This design comes from an exercise in tuning for small area, a short achievable clock period and few clock cycles on the open sky130 flow, not from production work. Function was checked by simulation only, so behaviour that the tests miss may differ from the original. Power is estimated from default activity; no workload was simulated.

## design/flow/flow/run.sh

```bash
#!/bin/bash
# The standard layout, with the port buffers made of plain buffers
# (sky130_fd_sc_hd__buf_2) instead of the delay cells buffer_ports picks.
set -euo pipefail
export BUFFER_PORTS_ARGS="-buffer_cell sky130_fd_sc_hd__buf_2"
bash standard.sh > standard.log 2>&1
```

## design/flow/standard.sh

```bash
#!/bin/bash
# synth_recipe.tcl (not shown) runs the flow's synth.tcl, then flattens the netlist and writes it again
# the make line also repeats each setting of config.mk as NAME=value (left out here)
make -C /OpenROAD-flow-scripts/flow DESIGN_CONFIG=/design/flow/config.mk WORK_HOME=/design/flow/orfs CLKGATE_MAP_FILE= SYNTH_SCRIPT=/design/flow/synth_recipe.tcl "${@:-finish}"
```

## design/flow/config.mk

```make
export PLATFORM = sky130hd
export DESIGN_NAME = pooling_unit
export DESIGN_NICKNAME = pooling_unit
export VERILOG_FILES = /design/flow/design.v
export SDC_FILE = /design/flow/constraint.sdc
export NUM_CORES = 4
export LEC_CHECK = 0
export CAP_MARGIN = 20
export CORE_MARGIN = 2
export CORE_UTILIZATION = 40
export CTS_BUF_LIST = sky130_fd_sc_hd__clkbuf_4 sky130_fd_sc_hd__clkbuf_8
export SETUP_SLACK_MARGIN = 2.8
export SLEW_MARGIN = 20
```

## design/flow/constraint.sdc

```tcl
create_clock -name core_clock -period 6.0 [get_ports {clk}]
set_input_delay 1.2000 -clock core_clock [delete_from_list [all_inputs] [get_ports {clk}]]
set_output_delay 1.2000 -clock core_clock [all_outputs]
set_load 0.01 [all_outputs]
```

## design/flow/design.v

```verilog
package pooling_pkg;
  typedef enum logic [1:0] {
    IDLE   = 2'd0,
    ACCUM  = 2'd1,
    DIVIDE = 2'd2,
    OUT    = 2'd3
  } state_t;
  typedef enum logic {
    POOL_MEAN = 1'b0,
    POOL_MAX  = 1'b1
  } mode_t;
  function automatic integer len_width(input integer max_len);
    len_width = $clog2(max_len + 1);
  endfunction
  function automatic integer acc_width(input integer il, input integer fl, input integer max_len);
    acc_width = il + fl + len_width(max_len);
  endfunction
endpackage
module pool_divider #(
  parameter int NSTEP = 1
) (
  input  logic [3:0]         r_in,
  input  logic [2*NSTEP-1:0] d_in,
  input  logic [5:0]         n1,
  input  logic [5:0]         n3,
  output logic [3:0]         r_out,
  output logic [2*NSTEP-1:0] q_out
);
  logic [3:0] r [NSTEP+1];
  logic [5:0] z [NSTEP];
  logic [6:0] s1 [NSTEP];
  logic [5:0] s2 [NSTEP];
  logic [6:0] s3 [NSTEP];
  logic       c1 [NSTEP];
  logic       c2 [NSTEP];
  logic       c3 [NSTEP];
  always_comb begin
    r[0] = r_in;
    for (int i = 0; i < NSTEP; i++) begin
      z[i]  = {r[i], d_in[2*NSTEP-1-2*i -: 2]};
      s1[i] = {1'b0, z[i]} + {1'b0, n1};
      s2[i] = {1'b0, z[i][5:1]} + {1'b0, n1[4:0]};
      s3[i] = {1'b0, z[i]} + {1'b0, n3};
      c1[i] = s1[i][6];
      c2[i] = s2[i][5];
      c3[i] = s3[i][6];
      q_out[2*NSTEP-1-2*i -: 2] = {c2[i], c3[i] | (c1[i] & !c2[i])};
      if (c3[i])      r[i+1] = s3[i][3:0];
      else if (c2[i]) r[i+1] = {s2[i][2:0], z[i][0]};
      else if (c1[i]) r[i+1] = s1[i][3:0];
      else            r[i+1] = z[i][3:0];
    end
    r_out = r[NSTEP];
  end
endmodule
module pooling_unit #(
  parameter  int IL       = 4,
  parameter  int FL       = 16,
  parameter  int CHANNELS = 4,
  parameter  int MAX_LEN  = 16,
  localparam int LEN_W    = pooling_pkg::len_width(MAX_LEN),
  localparam int ACC_W    = pooling_pkg::acc_width(IL, FL, MAX_LEN),
  localparam int DW       = IL + FL
) (
  input  logic                 clk,
  input  logic                 rst,
  input  logic                 start,
  input  logic                 mode,
  input  logic [LEN_W-1:0]     len_cfg,
  input  logic [CHANNELS*DW-1:0] in_data,
  input  logic                 in_valid,
  output logic                 in_ready,
  output logic [CHANNELS*DW-1:0] out_data,
  output logic                 out_valid,
  input  logic                 out_ready,
  output logic                 busy
);
  localparam int SW     = DW + 4;                
  localparam int LO     = 12;                    
  localparam int NSTEP  = 1;                     
  localparam int NDIV   = DW / (2 * NSTEP);      
  logic             st_acc, st_fix, st_div, st_cor, st_cor2, st_out;
  logic             st_busy;                     
  logic             st_first;                    
  logic             mode_q;
  logic [3:0]       lm1;                         
  logic [5:0]       n1_q, n3_q;                  
  logic [3:0]       cnt_q;
  logic [LEN_W-1:0] len_clamped;
  logic             start_ok, beat, last_beat, last_div, any_cor2;
  logic [SW-1:0]         acc_q  [CHANNELS];
  logic                  cy_q   [CHANNELS];    
  logic                  neg_q  [CHANNELS];
  logic [3:0]            r_in   [CHANNELS];
  logic [DW-1:0]         x      [CHANNELS];
  logic [LO:0]           sum_lo [CHANNELS];
  logic [SW-LO-1:0]      sum_hi [CHANNELS];
  logic [DW-1:0]         xg     [CHANNELS];
  logic [DW-1:0]         q_new  [CHANNELS];
  logic                  cor    [CHANNELS];
  logic                  gt     [CHANNELS];
  logic [2*NSTEP-1:0]    d_in   [CHANNELS];
  logic [3:0]            r_nxt  [CHANNELS];
  logic [2*NSTEP-1:0]    q_nxt  [CHANNELS];
  assign in_ready  = st_acc;
  assign out_valid = st_out;
  assign st_busy   = st_acc || st_fix || st_div || st_cor || st_cor2 || st_out;
  assign busy      = st_busy;
  assign lm1       = ~n1_q[3:0];
  always_comb begin
    len_clamped = (len_cfg > LEN_W'(MAX_LEN)) ? LEN_W'(MAX_LEN) : len_cfg;
    start_ok    = start && !st_busy;
    beat        = in_valid && st_acc;
    last_beat   = beat && (cnt_q == '0);
    last_div    = st_div && (cnt_q == '0);
  end
  for (genvar g = 0; g < CHANNELS; g++) begin : g_lane
    always_comb begin
      x[g]      = in_data[g*DW +: DW];
      cor[g]    = neg_q[g] && (acc_q[g][SW-1:DW] != lm1);
      xg[g]     = x[g] & {DW{st_acc}};
      sum_lo[g] = {1'b0, acc_q[g][LO-1:0]} + (st_cor ? (LO+1)'(1) : {1'b0, x[g][LO-1:0]});
      sum_hi[g] = acc_q[g][SW-1:LO] + {{(SW-DW){xg[g][DW-1]}}, xg[g][DW-1:LO]}
                + (SW-LO)'(cy_q[g]);
      q_new[g]  = {acc_q[g][DW-2*NSTEP-1:0], q_nxt[g] ^ {(2*NSTEP){neg_q[g]}}};
      gt[g]     = {~x[g][DW-1], x[g][DW-2:0]} > {~acc_q[g][DW-1], acc_q[g][DW-2:0]};
      d_in[g]   = acc_q[g][DW-1 -: 2*NSTEP] ^ {(2*NSTEP){neg_q[g]}};
      r_in[g]   = acc_q[g][SW-1:DW] ^ {(SW-DW){st_first && acc_q[g][SW-1]}};
    end
    pool_divider #(
      .NSTEP(NSTEP)
    ) u_div (
      .r_in (r_in[g]),
      .d_in (d_in[g]),
      .n1   (n1_q),
      .n3   (n3_q),
      .r_out(r_nxt[g]),
      .q_out(q_nxt[g])
    );
    always_ff @(posedge clk) begin
      if (start_ok) begin
        acc_q[g] <= '0;
        acc_q[g][DW-1] <= mode && (len_clamped != '0);
        cy_q[g]  <= 1'b0;
      end else if (beat) begin
        if (!mode_q) begin
          acc_q[g] <= {sum_hi[g], sum_lo[g][LO-1:0]};
          cy_q[g]  <= sum_lo[g][LO];
        end else if (gt[g]) begin
          acc_q[g][DW-1:0] <= x[g];
        end
      end else if (st_fix) begin
        acc_q[g][SW-1:LO] <= sum_hi[g];
        neg_q[g] <= sum_hi[g][SW-LO-1];
      end else if (st_div) begin
        acc_q[g] <= {r_nxt[g], q_new[g]};
      end else if (st_cor) begin
        if (cor[g]) acc_q[g][LO-1:0] <= sum_lo[g][LO-1:0];
        cy_q[g]  <= cor[g] && sum_lo[g][LO];
      end else if (st_cor2) begin
        acc_q[g][SW-1:LO] <= sum_hi[g];
      end
    end
    assign out_data[g*DW +: DW] = acc_q[g][DW-1:0];
  end
  always_comb begin
    any_cor2 = 1'b0;
    for (int c = 0; c < CHANNELS; c++) any_cor2 |= cor[c] && (&acc_q[c][LO-1:0]);
  end
  always_ff @(posedge clk) begin
    if (rst) begin
      st_acc  <= 1'b0;
      st_fix  <= 1'b0;
      st_first <= 1'b0;
      st_div  <= 1'b0;
      st_cor  <= 1'b0;
      st_cor2 <= 1'b0;
      st_out  <= 1'b0;
    end else begin
      if (start_ok) begin
        st_acc  <= (len_clamped != '0);
        st_out  <= (len_clamped == '0);
      end
      if (last_beat) begin
        st_acc <= 1'b0;
        if (!mode_q && !(&n1_q)) st_fix <= 1'b1;
        else st_out <= 1'b1;
      end
      st_first <= st_fix;
      if (st_fix) begin
        st_fix <= 1'b0;
        st_div <= 1'b1;
      end
      if (last_div) begin
        st_div <= 1'b0;
        st_cor <= 1'b1;
      end
      if (st_cor) begin
        st_cor <= 1'b0;
        if (any_cor2) st_cor2 <= 1'b1;
        else st_out <= 1'b1;
      end
      if (st_cor2) begin
        st_cor2 <= 1'b0;
        st_out  <= 1'b1;
      end
      if (st_out && out_ready) begin
        st_out  <= 1'b0;
      end
    end
  end
  always_ff @(posedge clk) begin
    if (start_ok) begin
      mode_q <= mode;
      n1_q   <= 6'(7'd64 - 7'(len_clamped));
      n3_q   <= 6'(8'd192 - 8'(len_clamped) * 8'd3);
      cnt_q  <= 4'(len_clamped - LEN_W'(1));
    end else if (last_beat) begin
      cnt_q  <= 4'(NDIV - 1);
    end else if (beat || st_div) begin
      cnt_q  <= cnt_q - 4'd1;
    end
  end
endmodule
```

==> results of run 1 <==
==> where the power goes <==
group | switching [W] | total (W) | leakage, nW | internal (W)
combinational | 0.00121 | 0.00214 | 6.39 | 0.000923
clock | 0.000382 | 0.000836 | 0.224 | 0.000453
sequential | 0.000231 | 0.00123 | 1.07 | 0.00100
total | 0.00183 | 0.00420 | 7.69 | 0.00238
==> routing by layer <==
layer | vias to the layer above | track usage [%] | share of wire, %
met4 | 0 | 8.79 | 2.9
met2 | 477 | 40.3 | 46
met3 | 95 | 3.26 | 5.5
met1 | 7217 | 33.8 | 45
met5 | - | 0 | 0
li1 | 7288 | - | -
==> flip-flops by register name (all words and copies together) (netlist names) <==
| register | count |
|---|---|
| st_fix | 1 |
| mode_q | 1 |
| st_div | 1 |
| st_acc | 1 |
| st_cor | 1 |
| st_first | 1 |
| cnt_q | 4 |
| neg_q | 4 |
| st_out | 1 |
| cy_q | 4 |
| st_cor2 | 1 |
| acc_q | 96 |
| n1_q | 6 |
| n3_q | 5 |
==> cell type report <==
type | instances | area (um2) | share of cell area, %
well taps | 518 | 648 | 3.75
clock buffers | 27 | 347 | 2.00
clock inverters | 5 | 75.1 | 0.434
inverters | 111 | 418 | 2.42
flip-flops and latches | 127 | 2790 | 16.1
repair buffers | 203 | 1120 | 6.50
diodes | 5 | 12.5 | 0.0724
multi-input cells | 1581 | 11900 | 68.7
==> worst max path at each step <==
stage	from	slack (ns)	cells after the start	endpoint
finish	in_data[27]	2.87	9	acc_q[1][12]$_SDFFE_PP0P_
global route	st_acc$_SDFFE_PP0P_	2.76	12	acc_q[1][22]$_SDFFE_PP0P_
floorplan	in_data[12]	2.80	11	acc_q[0][22]$_SDFFE_PP0P_
detailed placement	in_data[59]	2.03	10	acc_q[2][12]$_SDFFE_PP0P_
global placement	in_data[59]	2.08	10	acc_q[2][12]$_SDFFE_PP0P_
CTS	in_data[72]	2.82	10	acc_q[3][23]$_SDFFE_PP0P_
==> cells in the final DEF (no fill, tap or decap), types with 6 or more instances in the layout <==
cell | netlist | layout
a211o_1 | 6 | 6
nand4_1 | 30 | 30
a21oi_1 | 151 | 144
a21o_1 | 56 | 56
or3_1 | 6 | 6
mux2i_1 | 13 | 13
and2_1 | 37 | 38
o21ai_0 | 83 | 83
nand2b_1 | 15 | 15
nor2b_1 | 67 | 67
dfxtp_1 | 103 | 100
buf_4 | 80 | 26
nand3_1 | 31 | 31
fa_1 | 24 | 21
nor2_1 | 135 | 135
clkbuf_8 | 0 | 23
a31oi_1 | 16 | 16
nor3_1 | 58 | 58
ha_1 | 243 | 243
o21bai_1 | 12 | 12
a211oi_1 | 71 | 70
o21a_1 | 15 | 15
buf_2 | 10 | 173
o211ai_1 | 29 | 29
and3_1 | 10 | 9
inv_1 | 110 | 109
a22oi_1 | 35 | 35
o31ai_1 | 15 | 15
o21ai_1 | 42 | 41
nand2_1 | 116 | 113
o2111ai_1 | 10 | 10
xor2_1 | 55 | 51
a221oi_1 | 34 | 34
edfxtp_1 | 24 | 24
xnor2_1 | 87 | 83
a21oi_2 | 0 | 7
or2_2 | 6 | 6
==> kinds of logic (layout without fill, tap and decap cells) <==
group,after synthesis,count (layout)
adders and majority gates,267,267
AOI/OAI and AO/OA,616,616
other,0,5
DFF,127,127
xor gates and xnor gates,142,142
muxes,17,17
buffers and inverters,268,346
and+or+nand+nor,539,539
==> cell usage after synthesis, drive strengths merged, types with 4 or more instances <==
library cell,number,area share (%)
o31ai,15,0.71
or4,4,0.19
nor2b,67,2.7
edfxtp,24,4.6
mux2,4,0.29
nand2,116,2.8
a21o,56,2.7
nand3,31,0.98
nor2,135,3.2
or3,6,0.24
o2111ai,10,0.56
ha,243,19
nand2b,15,0.60
a21boi,5,0.26
o211ai,29,1.4
xnor2,87,4.8
o31a,4,0.22
clkbuf,64,1.5
a31oi,16,0.64
dfxtp,103,13
or2,9,0.36
nand3b,5,0.24
fa,24,3.0
o21a,15,0.71
inv,110,2.6
o21bai,12,0.57
a41oi,5,0.28
and2,38,1.5
mux2i,13,0.83
buf,93,4.2
o21ai,125,4.0
nor3,58,1.8
and3,10,0.40
a21oi,151,4.8
a22oi,35,1.7
a221oi,34,1.9
nand4,32,1.3
xor2,55,3.1
o41ai,6,0.33
a211oi,71,3.4
a211o,6,0.33
nor4,8,0.41
==> worst max-delay path: stages <==
cell      delay (ns)
buf_2           0.11
ha_1            0.30
nand4_1         0.26
nor4_4          0.34
a21boi_2        0.20
a211oi_1        0.08
a22o_1          0.36
or4_1           0.54
a21oi_1         0.14
==> what timing repair did <==
| action | in CTS | in global routing |
|---|---|---|
| gates resized for setup | 12 | 25 |
| hold buffers | 0 | 0 |
| setup endpoints to repair | 61 | 35 |
| setup buffers | 3 | 6 |
| pin swaps | 0 | 8 |
==> metrics by stage <==
| stage | area [um2] | total power (W) | hold slack (ns) | utilization [%] |
|---|---|---|---|---|
| after floorplan | 15800 | 0.00280 | 0.449 | - |
| after global placement | 16600 | 0.00326 | 0.461 | 42.8 |
| after detailed placement | 16600 | 0.00331 | 0.459 | 42.8 |
| after CTS | 17100 | 0.00416 | 0.471 | 44.1 |
| after global routing | 17300 | 0.00453 | 0.518 | 44.6 |
| final | 17300 | 0.00420 | 0.473 | 44.6 |
==> metrics.yaml, run 1 <==
grt:
  grt_overflow: 0
  grt_max_degree: 69
  grt_pass1_wl_um: 81100
  track_usage_pct: 24.8
  antenna_found_initial: 4
  grt_pass1_vias: 14497
logic_synthesis:
  ys_warn_count: 36
  yosys.area_share.simple_pct: 17.0
  yosysUniqueCellTypes: 67
  synth_edf_count: 24
  ys_async_sr_fraction_pct: 0
  ys_seq_area_share_pct: 17.7
  synth_seq_cells: 127
  synth_top_family_by_area: "compound AO/OA/AOI/OAI gates"
  synth_area_mm2: 0.0158
  syn-num-nets: 2334
  syn_avg_cell_area_um2: 7.98
  synth_compound_area_share_pct: 25.6
  synthAdderAreaFrac_pct: 22.3
  syn_inst: 1976
  synth-xor-area-share_pct: 7.89
  synth_ff_type: "dfxtp_1"
  muxShareOfSynthArea_pct: 1.11
drt:
  drtPass1Iterations: 8
  num_vias: 15077
  drt_iter0_drc: 1081
  routed_wl_um: 51700
  ant_nets: 0
  drc: 0
  via_per_inst: 5.85
  drt-wirelength-per-cell_um: 20.1
job:
  cap_viol_max_count: 0
placement:
  dp_cells: 2531
  port-buffer-count: 173
  place_ws_ns: 2.03
  gp_congestion: 0.905
  dp_hpwl_um: 38900
status:
  status: "no timing/DRC/antenna violations"
die:
  core_mm2: 0.0387
  die_y_um: 202
  dieArea_mm2: 0.0410
  ios: 174
  start_util_pct: 40.7
  die_w_um: 202
  rows: 72
final_layout:
  final_layout_size_suffix_gt1_share_pct: 14.0
  syn2layout_area_growth_pct: 9.69
  nNetsFinal: 2399
  fill_cells: 3994
  fin_cells: 2577
clocking:
  cts_tree: "done"
  cts_buffers: 17
  ctsLongestPathBuffers: 2
  clk_latency_ns: 0.47
  h-tree-depth: 4
  clk_pin_slew_ns: 0.08
  cts.sinks: 127
  root_buffer: "clkbuf_8"
worst_setup_path:
  endpoint_kind: "flip-flop"
  cp.arrival_ns: 3.54
  r2r_slack_ns: 2.87
  r2r_end: "st_out$_SDFF_PP0_"
  r2r-start: "n1_q[2]$_DFFE_PP_"
  path_max_fanout: 8
  crit_path_start_kind: "input pin"
  required_ns: 6.40
  reg2regPathDepth: 7
  crit_type: "in2reg"
hold_path:
  min_path_type: "reg2reg"
  hold_path_end: "st_out$_SDFF_PP0_"
  holdPathStages: 1
  hp-start: "st_out$_SDFF_PP0_"
timing:
  final-setup-viol-count: 0
  min_period_over_period_pct: 52.2
  finClkSkew_ns: 0.0127
  fin_crit_ns: 3.13
  hold_viol: 0
  slew_headroom_pct: 26.2
  rsz0062_at_grt: "yes"
  fmax_ghz: 0.319
  worst_pin_slew_ns: 1.09
  postLayoutSetupSlackWorst_ns: 2.87
  drv_slew: 0
  fin_tns_setup_ns: 0
power:
  powerDensity_mw_per_mm2: 243
  p_leak_nw: 7.69
  vdd_drop_max_v: 0.000146
Testbench counts, summed over its fixed seeds: cycles 12,707.
==> inputs of run 2 (changes only) <==
==> design/flow/flow/run.sh (replaced) <==
#!/bin/bash
# The standard layout, with the port buffers made of plain buffers
# (sky130_fd_sc_hd__buf_1) instead of the delay cells buffer_ports picks.
set -euo pipefail
export BUFFER_PORTS_ARGS="-buffer_cell sky130_fd_sc_hd__buf_1"
bash standard.sh > standard.log 2>&1
--- a/design/flow/config.mk
+++ b/design/flow/config.mk
@@ -11,3 +11,3 @@
 export CTS_BUF_LIST = sky130_fd_sc_hd__clkbuf_4 sky130_fd_sc_hd__clkbuf_8
-export SETUP_SLACK_MARGIN = 2.8
+export SETUP_SLACK_MARGIN = 2.9
 export SLEW_MARGIN = 20
==> run 2 against run 1 <==
Still clean on timing, DRC and antenna. Global-route usage down 0.11 points. Clock-buffer cell count down 7. Synthesized cell count unchanged. Clock power down 6.9%. Maximum frequency up 2.2%. Sequential cell count unchanged. Register-to-register slack better by 0.14 ns. Sequential power about the same. Critical path depth unchanged. Final cell count up 0.31%. Final area up 0.24%. Largest power group unchanged. Highest routed layer is now met5.
==> metrics.yaml, run 2 <==
timing:
  finClkSkew_ns: 0.0161  # +0.00338 ns
  slew_headroom_pct: 42.0  # +16 points
  hold_viol: 0  # unchanged
  fmax_ghz: 0.326  # +2.2%
  worst_pin_slew_ns: 0.862  # -0.231 ns
  final-setup-viol-count: 0  # unchanged
  fin_crit_ns: 3.07  # -0.0669 ns
  rsz0062_at_grt: "yes"
  min_period_over_period_pct: 51.1  # -1.1 points
  fin_tns_setup_ns: 0  # unchanged
  drv_slew: 0  # unchanged
job:
  cap_viol_max_count: 0  # unchanged
drt:
  via_per_inst: 5.85  # about the same
  routed_wl_um: 51600  # -0.11%
  drt_iter0_drc: 1103  # +2.0%
  drt-wirelength-per-cell_um: 20.0  # -0.42%
  ant_nets: 0  # unchanged
  drtPass1Iterations: 5  # -3
  num_vias: 15131  # +0.36%
  drc: 0  # unchanged
die:
  core_mm2: 0.0387  # unchanged
  die_y_um: 202  # unchanged
  rows: 72  # unchanged
  die_w_um: 202  # unchanged
  dieArea_mm2: 0.0410  # unchanged
  ios: 174  # unchanged
  start_util_pct: 40.7  # unchanged
final_layout:
  mostFrequentLayoutCells: "ha_1 (242), buf_1 (172), a21oi_1 (139)"
  largest_register: "acc_q"
  final_common_cell: "ha_1"
  reg_top3: "acc_q (96), n1_q (6), n3_q (5)"
  largest_reg_flops: 96  # unchanged
  syn2layout_area_growth_pct: 9.96
  fill_cells: 3947  # -1.2%
  final_layout_size_suffix_gt1_share_pct: 8.03  # -6.0 points
  fin_cells: 2585  # +0.31%
  nNetsFinal: 2411  # +0.50%
  finalInstanceArea_mm2: 0.0173  # +0.24%
worst_setup_path:
  cp_top_family: "simple AND/OR/NAND/NOR gates"
  path_cells: "buf_1, ha_1, nand4_2, nor4_4, a21boi_2, a211oi_4, a22o_4, or4_1, a21oi_1"
  crit_type: "in2reg"
  cp-startpoint: "in_data[38]"
  critPathMaxStageDelay_ns: 0.42  # -0.12 ns
  crit_cells: 9  # unchanged
  path_max_fanout: 8  # unchanged
  cp.arrival_ns: 3.48  # -0.06 ns
  cp_num_buf_inv: 1  # unchanged
  endpoint_kind: "flip-flop"
  crit_end: "acc_q[1][12]$_SDFFE_PP0P_"
  cp_slowest_cell: "or4_1"
  r2r_end: "acc_q[2][20]$_SDFFE_PP0P_"
  reg2regPathDepth: 10  # +3
  r2r-start: "neg_q[2]$_DFFE_PP_"
  r2r_slack_ns: 3.01  # +0.14 ns
  crit_path_start_kind: "input pin"
  required_ns: 6.41  # about the same
clocking:
  cts_tree: "done"
  ctsLongestPathBuffers: 2  # unchanged
  cts_buffers: 17  # unchanged
  clk_latency_ns: 0.47  # about the same
  root_buffer: "clkbuf_8"
  h-tree-depth: 4  # unchanged
  clk_pin_slew_ns: 0.08  # about the same
  cts.sinks: 127  # unchanged
logic_synthesis:
  syn_inst: 1976  # unchanged
  synth_ff_type: "dfxtp_1"
  syn-num-nets: 2334  # unchanged
  synth_commonest_cells: "ha_1 (243), a21oi_1 (151), nor2_1 (135)"
  synth_top_area_share_pct: 19.3  # unchanged
  ys_async_sr_fraction_pct: 0  # unchanged
  synthTopCellsByArea: "ha_1 (19%), dfxtp_1 (13%), xnor2_1 (4.8%), a21oi_1 (4.8%), edfxtp_1 (4.6%)"
  ys_warn_count: 36  # unchanged
  ys_seq_area_share_pct: 17.7  # unchanged
  synth_most_common_cell: "ha_1"
  synth_seq_cells: 127  # unchanged
  synth_edf_count: 24  # unchanged
  yosysUniqueCellTypes: 67  # unchanged
  synth_largest_area_cell: "ha_1"
  syn_avg_cell_area_um2: 7.98  # unchanged
  synth_area_mm2: 0.0158  # unchanged
grt:
  grt_pass1_vias: 14587  # +0.62%
  grt_max_degree: 69  # unchanged
  grt_pass1_wl_um: 80800  # -0.32%
  track_usage_pct: 24.7  # -0.11 points
  grt_overflow: 0  # unchanged
  antenna_found_initial: 2  # -2
power:
  p_leak_nw: 7.20  # -6.3%
  powerDensity_mw_per_mm2: 240  # -1.4%
  total_power_w: 0.00416  # -1.2%
  vdd_drop_max_v: 0.000124  # -15%
placement:
  gp_congestion: 0.912  # +0.82%
  dp_cells: 2527  # -0.16%
  port-buffer-count: 173  # unchanged
  dp_hpwl_um: 38300  # -1.5%
  dpl_cell_area_mm2: 0.0164  # -1.2%
hold_path:
  hp-start: "st_out$_SDFF_PP0_"
  min_path_type: "reg2reg"
status:
  status: "no timing/DRC/antenna violations"
run 2: cell counts after synthesis:
No cell type changed its count.
run 2: cell type report:
class                           count  area (um2)  area share [%]
Timing Repair Buffer              214         975            5.62
Inverter                          111         418            2.41
Antenna cell                        1        2.50          0.0144
Clock inverter                     12         118           0.679
Sequential cell                   127        2790            16.1
Clock buffer                       20         263            1.52
Tap cell                          518         648            3.74
Multi-Input combinational cell   1582       12100            69.9
run 2: stage by stage:
stage / hold slack, ns / util (%) / worst slack, ns
floorplan: 0.449 / - / 2.80
global placement: 0.456 / 42.3 / 2.00
detailed placement: 0.458 / 42.3 / 1.92
CTS: 0.467 / 43.7 / 2.90
global route: 0.508 / 44.7 / 2.80
finish: 0.475 / 44.7 / 2.93
run 2: worst min-delay path by stage:
stage | endpoint | slack, ns | cells past startpoint
3_5_place_dp | st_out$_SDFF_PP0_ | 0.46 | 1
4_1_cts | st_out$_SDFF_PP0_ | 0.47 | 1
6_report | st_out$_SDFF_PP0_ | 0.47 | 1
2_1_floorplan | st_cor2$_SDFF_PP0_ | 0.45 | 1
3_3_place_gp | st_out$_SDFF_PP0_ | 0.46 | 1
5_1_grt | st_out$_SDFF_PP0_ | 0.51 | 1
run 2: logic make-up (layout without fill, tap and decap cells):
logic type,after synthesis,in the layout,share of synthesized area (%)
other,0,1,0
XOR/XNOR,142,142,7.89
buffers and inverters,268,357,8.37
adder cells (fa/ha/maj),267,267,22.3
multiplexers,17,17,1.11
AO/OA/AOI/OAI,616,617,25.6
flip-flops,127,127,17.7
AND/OR/NAND/NOR,539,539,17.0
run 2: metal layers:
layer | share of wire (%) | GRT usage, % | wire length [um] | vias up
met1 | 45 | 32.8 | 23300 | 7248
met3 | 5.5 | 3.50 | 2840 | 90
met2 | 46 | 41.3 | 24000 | 475
met5 | 0.017 | 0 | 9 | -
met4 | 2.8 | 8.29 | 1440 | 2
li1 | - | - | - | 7316
run 2: repair_timing:
| item | 4_1_cts | 5_1_grt |
|---|---|---|
| pin swaps | 3 | 16 |
| cloned | 0 | 1 |
| setup buffers | 10 | 14 |
| endpoints found under the hold margin | 0 | 0 |
| hold buffers | 0 | 0 |
| resized for setup | 21 | 50 |
| setup endpoints to repair | 73 | 68 |
run 2: worst reg2reg max path, delay by kind of cell, from the launching register on:
kind	cells	cell delay, ns
and+or+nand+nor	1	0.06
DFF	1	0.51
adders and majority gates	2	0.70
xor gates and xnor gates	1	0.20
AOI/OAI and AO/OA	5	1.03
muxes	1	0.37
run 2: where the power goes:
| group | leakage [nW] | total [W] | switching [W] | internal (W) |
|---|---|---|---|---|
| clock | 0.203 | 0.000778 | 0.000394 | 0.000384 |
| sequential | 1.07 | 0.00123 | 0.000231 | 0.00100 |
| combinational | 5.92 | 0.00215 | 0.00123 | 0.000915 |

[separate check: timing with driven ports]
The flow's constraints put no driver on any port. The routed layouts listed below were extracted and timed again, unchanged, in two steps. Step 1, drivers: a clkbuf_16 drives clk and a buf_2 each remaining input, both assumed. Step 2 times the ports against the registers' clock, not the clock port: input delays grow and output delays shrink by t, the midpoint of the rising clock arrivals with the driver on. Three values: ideal ports, drivers, drivers and shift; two values: the first two.
run	t, ns	setup WS [ns]	hold slack, ns
run 1	0.520	2.865 / 2.869 / 2.363	0.473 / 0.473 / 0.473
run 2	0.513	2.932 / 2.954 / 2.441	0.475 / 0.475 / 0.475
After both steps every run listed still meets setup and hold. For run 1, which loses most, drivers alone change the setup slack by +0.004 ns; drivers and shift together by -0.502 ns.
